This design comes from an exercise in tuning for small area, a short achievable clock period and few clock cycles per item on the open sky130 flow, not from production work. Function was checked by simulation only, so behaviour that the tests miss may differ from the original. Power and IR drop assume default switching activity.

===== config.mk =====
export PLATFORM = sky130hd
export DESIGN_NAME = sprite_blit_colour_key_clip
export DESIGN_NICKNAME = sprite_blit_colour_key_clip
export VERILOG_FILES = /design/flow/design.v
export SDC_FILE = /design/flow/constraint.sdc
export NUM_CORES = 4
export LEC_CHECK = 0
export CAP_MARGIN = 20
export CORE_MARGIN = 2
export CORE_UTILIZATION = 40
export SLEW_MARGIN = 20

===== constraint.sdc =====
create_clock -name core_clock -period 7.0 [get_ports {clock}]
set_input_delay 1.4000 -clock core_clock [delete_from_list [all_inputs] [get_ports {clock}]]
set_output_delay 1.4000 -clock core_clock [all_outputs]
set_load 0.01 [all_outputs]

===== design.v =====
package sbck_pkg;
   localparam int MAX_SPRITE_DIM = 1024;
   localparam int MAX_SCREEN_DIM = 2048;
   localparam logic [15:0] KEY_COLOUR = 16'd63519;
   localparam int DIM_W   = 12;      
   localparam int CNT_W   = 10;      
   localparam int POS_W   = 14;      
   localparam int COORD_W = 11;      
   localparam int DEST_W  = 22;
   localparam int PIX_W   = 16;
   localparam int QDEPTH  = 4;
   localparam int QPTR_W  = $clog2(QDEPTH);
   localparam int QCNT_W  = $clog2(QDEPTH + 1);
   localparam logic [2:0] REG_SPRITE_WIDTH  = 3'd0;
   localparam logic [2:0] REG_SPRITE_HEIGHT = 3'd1;
   localparam logic [2:0] REG_POS_X         = 3'd2;
   localparam logic [2:0] REG_POS_Y         = 3'd3;
   localparam logic [2:0] REG_ALIGNMENT     = 3'd4;
   localparam logic [2:0] REG_OPERATION     = 3'd5;
   localparam logic [2:0] REG_SCREEN_WIDTH  = 3'd6;
   localparam logic [2:0] REG_SCREEN_HEIGHT = 3'd7;
   localparam logic [1:0] ALIGN_LEFT   = 2'd0;
   localparam logic [1:0] ALIGN_CENTRE = 2'd1;
   localparam logic [1:0] ALIGN_END    = 2'd2;
   localparam logic [1:0] OP_KEY_DISPLAY = 2'd0;
   localparam logic [1:0] OP_KEY_BACK    = 2'd1;
   localparam logic [1:0] OP_OPAQUE      = 2'd2;
   localparam logic [1:0] OP_COLLIDE     = 2'd3;
   localparam logic [1:0] BUF_THIRD = 2'd2;
   typedef struct packed {
      logic [10:0]       sprite_width;
      logic [10:0]       sprite_height;
      logic signed [11:0] pos_x;
      logic signed [11:0] pos_y;
      logic [1:0]        alignment;
      logic [1:0]        operation;
      logic [11:0]       screen_width;
      logic [11:0]       screen_height;
   } cfg_type;
   typedef struct packed {
      logic               visible;
      logic [COORD_W-1:0] row;
      logic [COORD_W-1:0] col;
      logic               write_enable;
      logic [1:0]         buffer_id;
      logic [PIX_W-1:0]   pixel;
      logic               hit;         
      logic               first;       
      logic               off_screen;
      logic               last;
   } entry_type;
   localparam int ENTRY_W = 46;    
   function automatic logic [DIM_W-1:0] clamp_dim(input logic [DIM_W-1:0] v,
                                                  input logic [DIM_W-1:0] limit);
      logic [DIM_W-1:0] r;
      if (v == '0)
         r = DIM_W'(1);
      else if (v > limit)
         r = limit;
      else
         r = v;
      clamp_dim = r;
   endfunction
endpackage
module sbck_front (
   input  logic                clock,
   input  logic                reset,
   input  sbck_pkg::cfg_type   cfg,
   input  logic                accept,
   input  logic [15:0]         sprite_pixel,
   input  logic [15:0]         background_pixel,
   output sbck_pkg::entry_type entry
);
   logic [sbck_pkg::CNT_W-1:0] col_cnt_ff, col_cnt_in;
   logic [sbck_pkg::CNT_W-1:0] row_cnt_ff, row_cnt_in;
   logic [sbck_pkg::DIM_W-1:0] w, h, sw, sh, shift;
   logic signed [sbck_pkg::POS_W-1:0] x, y, ws, hs, sws, shs, col, row;
   logic visible, off, spr_opaque, bg_opaque, col_wrap, row_wrap, last;
   always_comb begin
      w  = sbck_pkg::clamp_dim({1'b0, cfg.sprite_width},
                               sbck_pkg::DIM_W'(sbck_pkg::MAX_SPRITE_DIM));
      h  = sbck_pkg::clamp_dim({1'b0, cfg.sprite_height},
                               sbck_pkg::DIM_W'(sbck_pkg::MAX_SPRITE_DIM));
      sw = sbck_pkg::clamp_dim(cfg.screen_width,
                               sbck_pkg::DIM_W'(sbck_pkg::MAX_SCREEN_DIM));
      sh = sbck_pkg::clamp_dim(cfg.screen_height,
                               sbck_pkg::DIM_W'(sbck_pkg::MAX_SCREEN_DIM));
      ws  = $signed({2'b00, w});
      hs  = $signed({2'b00, h});
      sws = $signed({2'b00, sw});
      shs = $signed({2'b00, sh});
      shift = '0;
      if (cfg.operation != sbck_pkg::OP_COLLIDE) begin
         if (cfg.alignment == sbck_pkg::ALIGN_CENTRE)
            shift = w >> 1;
         else if (cfg.alignment == sbck_pkg::ALIGN_END)
            shift = w;
      end
      x = sbck_pkg::POS_W'(cfg.pos_x) - $signed({2'b00, shift});
      y = sbck_pkg::POS_W'(cfg.pos_y);
      off = (x + ws <= 0) || (x >= sws) || (y + hs <= 0) || (y >= shs);
      col = x + $signed({4'b0000, col_cnt_ff});
      row = y + hs - sbck_pkg::POS_W'(1) - $signed({4'b0000, row_cnt_ff});
      visible = !col[sbck_pkg::POS_W-1] && (col < sws) &&
                !row[sbck_pkg::POS_W-1] && (row < shs);
      spr_opaque = sprite_pixel != sbck_pkg::KEY_COLOUR;
      bg_opaque  = background_pixel != sbck_pkg::KEY_COLOUR;
      col_wrap = {2'b00, col_cnt_ff} >= (w - sbck_pkg::DIM_W'(1));
      row_wrap = {2'b00, row_cnt_ff} >= (h - sbck_pkg::DIM_W'(1));
      last     = col_wrap && row_wrap;
      col_cnt_in = col_cnt_ff;
      row_cnt_in = row_cnt_ff;
      if (col_wrap) begin
         col_cnt_in = '0;
         row_cnt_in = row_wrap ? '0 : row_cnt_ff + sbck_pkg::CNT_W'(1);
      end else begin
         col_cnt_in = col_cnt_ff + sbck_pkg::CNT_W'(1);
      end
      entry.visible    = visible;
      entry.row        = row[sbck_pkg::COORD_W-1:0];
      entry.col        = col[sbck_pkg::COORD_W-1:0];
      entry.pixel      = sprite_pixel;
      entry.first      = (col_cnt_ff == '0) && (row_cnt_ff == '0);
      entry.off_screen = off;
      entry.last       = last;
      entry.hit        = 1'b0;
      case (cfg.operation)
         sbck_pkg::OP_COLLIDE: begin
            entry.write_enable = 1'b0;
            entry.hit          = visible && spr_opaque && bg_opaque;
         end
         sbck_pkg::OP_OPAQUE: entry.write_enable = visible;
         default:             entry.write_enable = visible && spr_opaque;
      endcase
      entry.buffer_id = (cfg.operation >= sbck_pkg::OP_OPAQUE) ? sbck_pkg::BUF_THIRD
                                                               : cfg.operation;
   end
   always_ff @(posedge clock) begin
      if (reset) begin
         col_cnt_ff <= '0;
         row_cnt_ff <= '0;
      end else if (accept) begin
         col_cnt_ff <= col_cnt_in;
         row_cnt_ff <= row_cnt_in;
      end
   end
endmodule
module sbck_queue (
   input  logic                clock,
   input  logic                reset,
   input  logic                push,
   input  sbck_pkg::entry_type push_data,
   output logic                full,
   input  logic                pop,
   output logic                empty,
   output sbck_pkg::entry_type head
);
   logic [sbck_pkg::ENTRY_W-1:0] store_ff [sbck_pkg::QDEPTH];
   logic [sbck_pkg::QPTR_W-1:0] wr_ptr_ff, rd_ptr_ff;
   logic [sbck_pkg::QCNT_W-1:0] count_ff, count_in;
   assign full  = count_ff == sbck_pkg::QCNT_W'(sbck_pkg::QDEPTH);
   assign empty = count_ff == '0;
   assign head  = store_ff[rd_ptr_ff];
   always_comb begin
      count_in = count_ff;
      if (push && !pop)
         count_in = count_ff + sbck_pkg::QCNT_W'(1);
      else if (pop && !push)
         count_in = count_ff - sbck_pkg::QCNT_W'(1);
   end
   always_ff @(posedge clock) begin
      if (push)
         store_ff[wr_ptr_ff] <= push_data;
   end
   always_ff @(posedge clock) begin
      if (reset) begin
         wr_ptr_ff <= '0;
         rd_ptr_ff <= '0;
         count_ff  <= '0;
      end else begin
         if (push)
            wr_ptr_ff <= wr_ptr_ff + sbck_pkg::QPTR_W'(1);
         if (pop)
            rd_ptr_ff <= rd_ptr_ff + sbck_pkg::QPTR_W'(1);
         count_ff <= count_in;
      end
   end
endmodule
module sbck_back (
   input  logic                        clock,
   input  logic                        reset,
   input  logic [11:0]                 screen_width,
   input  logic                        q_empty,
   input  sbck_pkg::entry_type         q_head,
   output logic                        q_pop,
   output logic                        rsp_tvalid,
   input  logic                        rsp_tready,
   output logic [47:0]                 rsp_tdata,
   output logic [1:0]                  rsp_tuser,
   output logic                        rsp_tlast
);
   logic [sbck_pkg::DIM_W-1:0] sw;
   logic [sbck_pkg::DEST_W:0]  prod;
   logic [sbck_pkg::DEST_W-1:0] dest_in;
   logic hit_ff, hit_in;
   logic        valid_ff;
   logic        we_ff, off_ff, last_ff;
   logic [1:0]  buf_ff;
   logic [sbck_pkg::DEST_W-1:0] dest_ff;
   logic [sbck_pkg::PIX_W-1:0]  pix_ff;
   assign q_pop = !q_empty && (!valid_ff || rsp_tready);
   always_comb begin
      sw   = sbck_pkg::clamp_dim(screen_width, sbck_pkg::DIM_W'(sbck_pkg::MAX_SCREEN_DIM));
      prod = (sbck_pkg::DEST_W+1)'(q_head.row * sw) +
             (sbck_pkg::DEST_W+1)'(q_head.col);
      dest_in = q_head.visible ? prod[sbck_pkg::DEST_W-1:0] : '0;
      hit_in = (q_head.first ? 1'b0 : hit_ff) | q_head.hit;
   end
   always_ff @(posedge clock) begin
      if (reset) begin
         valid_ff <= 1'b0;
         hit_ff   <= 1'b0;
      end else begin
         if (q_pop) begin
            valid_ff <= 1'b1;
            hit_ff   <= hit_in;
         end else if (rsp_tready) begin
            valid_ff <= 1'b0;
         end
      end
   end
   always_ff @(posedge clock) begin
      if (q_pop) begin
         we_ff   <= q_head.write_enable;
         buf_ff  <= q_head.buffer_id;
         dest_ff <= dest_in;
         pix_ff  <= q_head.pixel;
         off_ff  <= q_head.off_screen;
         last_ff <= q_head.last;
      end
   end
   assign rsp_tvalid = valid_ff;
   assign rsp_tdata  = {7'd0, off_ff, hit_ff, pix_ff, dest_ff, we_ff};
   assign rsp_tuser  = buf_ff;
   assign rsp_tlast  = last_ff;
endmodule
module sprite_blit_colour_key_clip (
   input  logic        clock,
   input  logic        reset,
   input  logic        req_tvalid,
   output logic        req_tready,
   input  logic [31:0] req_tdata,    
   output logic        rsp_tvalid,
   input  logic        rsp_tready,
   output logic [47:0] rsp_tdata,    
   output logic [1:0]  rsp_tuser,    
   output logic        rsp_tlast,
   input  logic        csr_we,
   input  logic [2:0]  csr_index,
   input  logic [11:0] csr_wdata
);
   sbck_pkg::cfg_type   cfg_ff;
   sbck_pkg::entry_type fe_entry, q_head;
   logic q_full, q_empty, q_pop, accept;
   always_ff @(posedge clock) begin
      if (reset) begin
         cfg_ff.sprite_width  <= 11'd1;
         cfg_ff.sprite_height <= 11'd1;
         cfg_ff.pos_x         <= '0;
         cfg_ff.pos_y         <= '0;
         cfg_ff.alignment     <= sbck_pkg::ALIGN_LEFT;
         cfg_ff.operation     <= sbck_pkg::OP_KEY_DISPLAY;
         cfg_ff.screen_width  <= 12'd1024;
         cfg_ff.screen_height <= 12'd768;
      end else if (csr_we) begin
         case (csr_index)
            sbck_pkg::REG_SPRITE_WIDTH:  cfg_ff.sprite_width  <= csr_wdata[10:0];
            sbck_pkg::REG_SPRITE_HEIGHT: cfg_ff.sprite_height <= csr_wdata[10:0];
            sbck_pkg::REG_POS_X:         cfg_ff.pos_x         <= $signed(csr_wdata);
            sbck_pkg::REG_POS_Y:         cfg_ff.pos_y         <= $signed(csr_wdata);
            sbck_pkg::REG_ALIGNMENT:     cfg_ff.alignment     <= csr_wdata[1:0];
            sbck_pkg::REG_OPERATION:     cfg_ff.operation     <= csr_wdata[1:0];
            sbck_pkg::REG_SCREEN_WIDTH:  cfg_ff.screen_width  <= csr_wdata;
            sbck_pkg::REG_SCREEN_HEIGHT: cfg_ff.screen_height <= csr_wdata;
            default: ;
         endcase
      end
   end
   assign req_tready = !q_full;
   assign accept     = req_tvalid && !q_full;
   sbck_front u_front (
      .clock            (clock),
      .reset            (reset),
      .cfg              (cfg_ff),
      .accept           (accept),
      .sprite_pixel     (req_tdata[15:0]),
      .background_pixel (req_tdata[31:16]),
      .entry            (fe_entry)
   );
   sbck_queue u_queue (
      .clock     (clock),
      .reset     (reset),
      .push      (accept),
      .push_data (fe_entry),
      .full      (q_full),
      .pop       (q_pop),
      .empty     (q_empty),
      .head      (q_head)
   );
   sbck_back u_back (
      .clock        (clock),
      .reset        (reset),
      .screen_width (cfg_ff.screen_width),
      .q_empty      (q_empty),
      .q_head       (q_head),
      .q_pop        (q_pop),
      .rsp_tvalid   (rsp_tvalid),
      .rsp_tready   (rsp_tready),
      .rsp_tdata    (rsp_tdata),
      .rsp_tuser    (rsp_tuser),
      .rsp_tlast    (rsp_tlast)
   );
endmodule

===== run.sh =====
#!/bin/bash
# synth_recipe.tcl (not shown) runs the flow's synth.tcl, then flattens the netlist and writes it again
# the make line also repeats each setting of config.mk as NAME=value (left out here)
make -C /OpenROAD-flow-scripts/flow DESIGN_CONFIG=/design/flow/config.mk WORK_HOME=/design/flow/orfs CLKGATE_MAP_FILE= SYNTH_SCRIPT=/design/flow/synth_recipe.tcl finish

==> flow_summary.toml <==
[outcome]
status = "finished clean"

[sta]
post-route-period-util = 0.920
max_freq_mhz = 155
finalClockSkew_ns = 0.0122
relSlewSlack = 0.359
fin_ws_ns = 0.559
period_needed_ns = 6.44
worst_slew_pin_slew_ns = 0.954
rsz0062_at_grt = "false"
finalSetupTns_ns = 0
setup_viol = 0
finalHoldViolCount = 0
drv_slew = 0

[clocking]
cts_setup_buffers = 0
path_clk_slew_ns = 0.06
clock-root-buffer = "clkbuf_16"
ctsResizeCount = 0
cts_sinks = 332
htreeDepth = 2
cts_hold_buf = 0
cts_buffer_depth = 3
clk_latency_ns = 0.57
cts_buffers = 38
cts_tree = "done"

[synthesis]
yosysTopAreaCellShare = 0.312
synthTopCellsByArea = "edfxtp_1 31%, ha_1 11%, fa_1 11%"
synth.distinct_cells = 73
synth_area_mm2 = 0.0218
synth-seq-cells = 332
synth-edff-count = 227
ys.warnings.count = 4
synth_common_cells = "326 x nand2_1, 227 x edfxtp_1, 221 x inv_1"
synthFlopType = "edfxtp_1"
avgSynthCellArea_um2 = 10.4
synth_top_cell_by_area = "edfxtp_1"
synth_most_common_cell = "nand2_1"
seq_area_frac_synth = 0.408
synthCells = 2094
synthArstFlopShare = 0

[pwr]
p_leak_nw = 10.1
p_per_area_mw_per_mm2 = 288
ir_drop_uv = 169

[placed_design]
globalplace.congestion = 0.923
place.port_buffers = 97
dp_hpwl_mm = 42.4
dp_slack_ns = 0.422

[routing]
final_antenna_net_count = 0
drtPass1Iterations = 5
totalWireLength_mm = 55.8
drcViolationCount = 0
post_drt_wl_per_cell_um = 19.2
routed_via_density = 5.42
first_iter_violations = 813
via_count = 15700

[floorplan]
num_rows = 85
ioPinCount = 105
die_y_um = 238
start_util = 0.405
core_mm2 = 0.0539
die-width_um = 238
die_area_mm2 = 0.0565

[setup_path]
ff2ff_setup_slack_ns = 0.56
slowest_delay_ns = 0.67
reg2reg_to = "u_back.dest_ff[21]$_SDFFCE_PN0P_"
critPathLaunchType = "flip-flop"
path_buf_inv = 5
cp.arrival_ns = 6.86
worst-setup-path-type = "flip-flop to flip-flop"
cp_slowest_cell = "dfxtp_2"
crit_family = "adder cells"
worstPathRequired_ns = 7.42
cp-end-kind = "flip-flop"
critPathMostFrequentCell = "fa_1"
worstPathCellList = "mux2_2 > o21ai_1 > buf_4 > inv_1 > nand2_1 > fa_1 > fa_1 > inv_1 > fa_1 > inv_1 > fa_1 > inv_1 > fa_1 > ha_1 > and3_1 > a21boi_0 > o31a_1 > o211ai_1 > or3b_1 > a2111o_1 > o21ai_1"
cp_max_fo = 20
r2r_cells = 21

[grt]
overflow = 0
grt_antenna_before_repair = 0
grt_max_degree = 84
grt.total_usage = 0.199
grt_pass1_vias = 15600
grt_pass1_wl_mm = 87.5

[final_layout]
fillers = 4965
multiInputGateArea_mm2 = 0.0118
nNetsFinal = 2539
regArea_mm2 = 0.00892
diodes = 0
syn_to_final_growth_pct = 13.5
drive_gt1_frac = 0.0716

[job]
maxCapViolCount = 0

[min_path]
hold_class = "flip-flop to flip-flop"
hold_path.startpoint = "cfg_ff[40]$_SDFFE_PP0P_"
hold_depth = 2
min_to = "cfg_ff[40]$_SDFFE_PP0P_"
[kinds of logic (layout without fill, tap and decap cells)]
| group | Yosys count | in the layout | synth area share |
|---|---|---|---|
| multiplexers | 58 | 58 | 0.0510 |
| adder cells (fa/ha/maj) | 307 | 307 | 0.215 |
| AND/OR/NAND/NOR | 685 | 685 | 0.143 |
| AO/OA/AOI/OAI | 328 | 328 | 0.0973 |
| flip-flops | 332 | 332 | 0.408 |
| XOR/XNOR | 75 | 75 | 0.0301 |
| buffers and inverters | 308 | 415 | 0.0549 |
| other | 1 | 7 | 0.000172 |
[state kept, by name, indices dropped and copies added, names as in the netlist, named ones only]
signal,flops
u_back.off_ff,1
u_queue.count_ff,3
u_back.hit_ff,1
u_back.buf_ff,2
u_back.pix_ff,16
u_back.valid_ff,1
u_queue.wr_ptr_ff,2
u_back.dest_ff,22
u_front.col_cnt_ff,10
u_back.we_ff,1
u_back.last_ff,1
u_front.row_cnt_ff,10
u_queue.store_ff,184
cfg_ff,74
u_queue.rd_ptr_ff,2
[placed cells by master, fill, tap and decap left out, types with 15 or more instances in the layout]
cell	Yosys	layout
buf_4	10	30
nand3_1	30	30
nand4_1	17	17
nor2b_1	33	33
o21ai_0	37	37
ha_1	192	192
clkdlybuf4s50_1	0	96
clkbuf_16	0	38
nand2b_1	17	17
fa_1	115	115
a21o_1	24	24
nor4_1	21	20
nand2_1	326	326
xor2_1	39	39
o22ai_1	15	15
nor2_1	127	126
nor3_1	38	37
mux4_2	42	42
and2_1	23	23
dfxtp_1	105	103
inv_1	221	221
xnor2_1	36	36
a21oi_1	129	128
o21a_1	29	29
edfxtp_1	227	227
[per-layer routing]
layer / global-route usage / share of wire
met5: 0 / 0
met4: 0.0478 / 0.019
met3: 0.0319 / 0.054
met2: 0.333 / 0.48
met1: 0.270 / 0.45
[power by group]
part           leakage (nW)  switching, W  internal, W
combinational          6.57       0.00147      0.00112
clock                 0.565      0.000827      0.00106
sequential             2.97      0.000135      0.00252
total                  10.1       0.00244      0.00471
[per-stage QoR]
step | area (um2) | util | std cells | total power [W] | hold slack, ns
floorplan | 21900 | - | 2100 | 0.00441 | 0.436
global placement | 23600 | 0.437 | 2836 | 0.00527 | 0.445
detailed placement | 23600 | 0.437 | 2836 | 0.00531 | 0.450
CTS | 24800 | 0.459 | 2903 | 0.00724 | 0.460
global route | 24800 | 0.460 | 2903 | 0.00762 | 0.486
finish | 24800 | 0.460 | 2903 | 0.00715 | 0.458
[worst min-delay path, cell delays in order, from the launching register on]
cell,delay (ns)
dfxtp_1,0.31
nand2_1,0.05
a21oi_1,0.05
[how the worst max path moves through the flow]
stage                                            end  slack (ns)  depth (start not counted)
finish              u_back.dest_ff[21]$_SDFFCE_PN0P_        0.56                         21
global route        u_queue.store_ff[3][3]$_DFFE_PP_        0.02                         26
CTS                 u_queue.store_ff[3][3]$_DFFE_PP_        0.42                         26
detailed placement  u_queue.store_ff[3][3]$_DFFE_PP_        0.42                         26
global placement    u_back.dest_ff[21]$_SDFFCE_PN0P_        0.64                         21
floorplan           u_back.dest_ff[21]$_SDFFCE_PN0P_        0.59                         21
[layout make-up]
cell class	instances	share of cell area
multi-input cells	1460	0.476
repair buffers	127	0.0481
well taps	696	0.0351
flip-flops and latches	332	0.360
clock inverters	20	0.00712
clock buffers	47	0.0401
inverters	221	0.0335
Testbench counts, summed over its fixed seeds: cycles 41,288, items 40,504.

## re-timing with driven ports
Ports are ideal in the flow. The routed layout listed here was re-timed in OpenROAD. Step 1 assumes that a clkbuf_16 drives the clock port and a buf_2 every other input. Step 2, shift: input delay + t, output delay - t, t = (earliest + latest rising clock arrival at the registers) / 2. This alone moves slack from input paths to output paths. Three values: ideal ports, drivers, drivers and shift; two values: the first two.
t, ns: 0.617
setup slack, ns: 0.559 / 0.559 / 0.559
worst hold slack (ns): 0.458 / 0.458 / 0.458
pins driven straight from the clock port: 1
After both steps setup and hold are still met in this run. For this run, drivers alone change the setup slack by 0.000 ns; drivers and shift together by 0.000 ns.
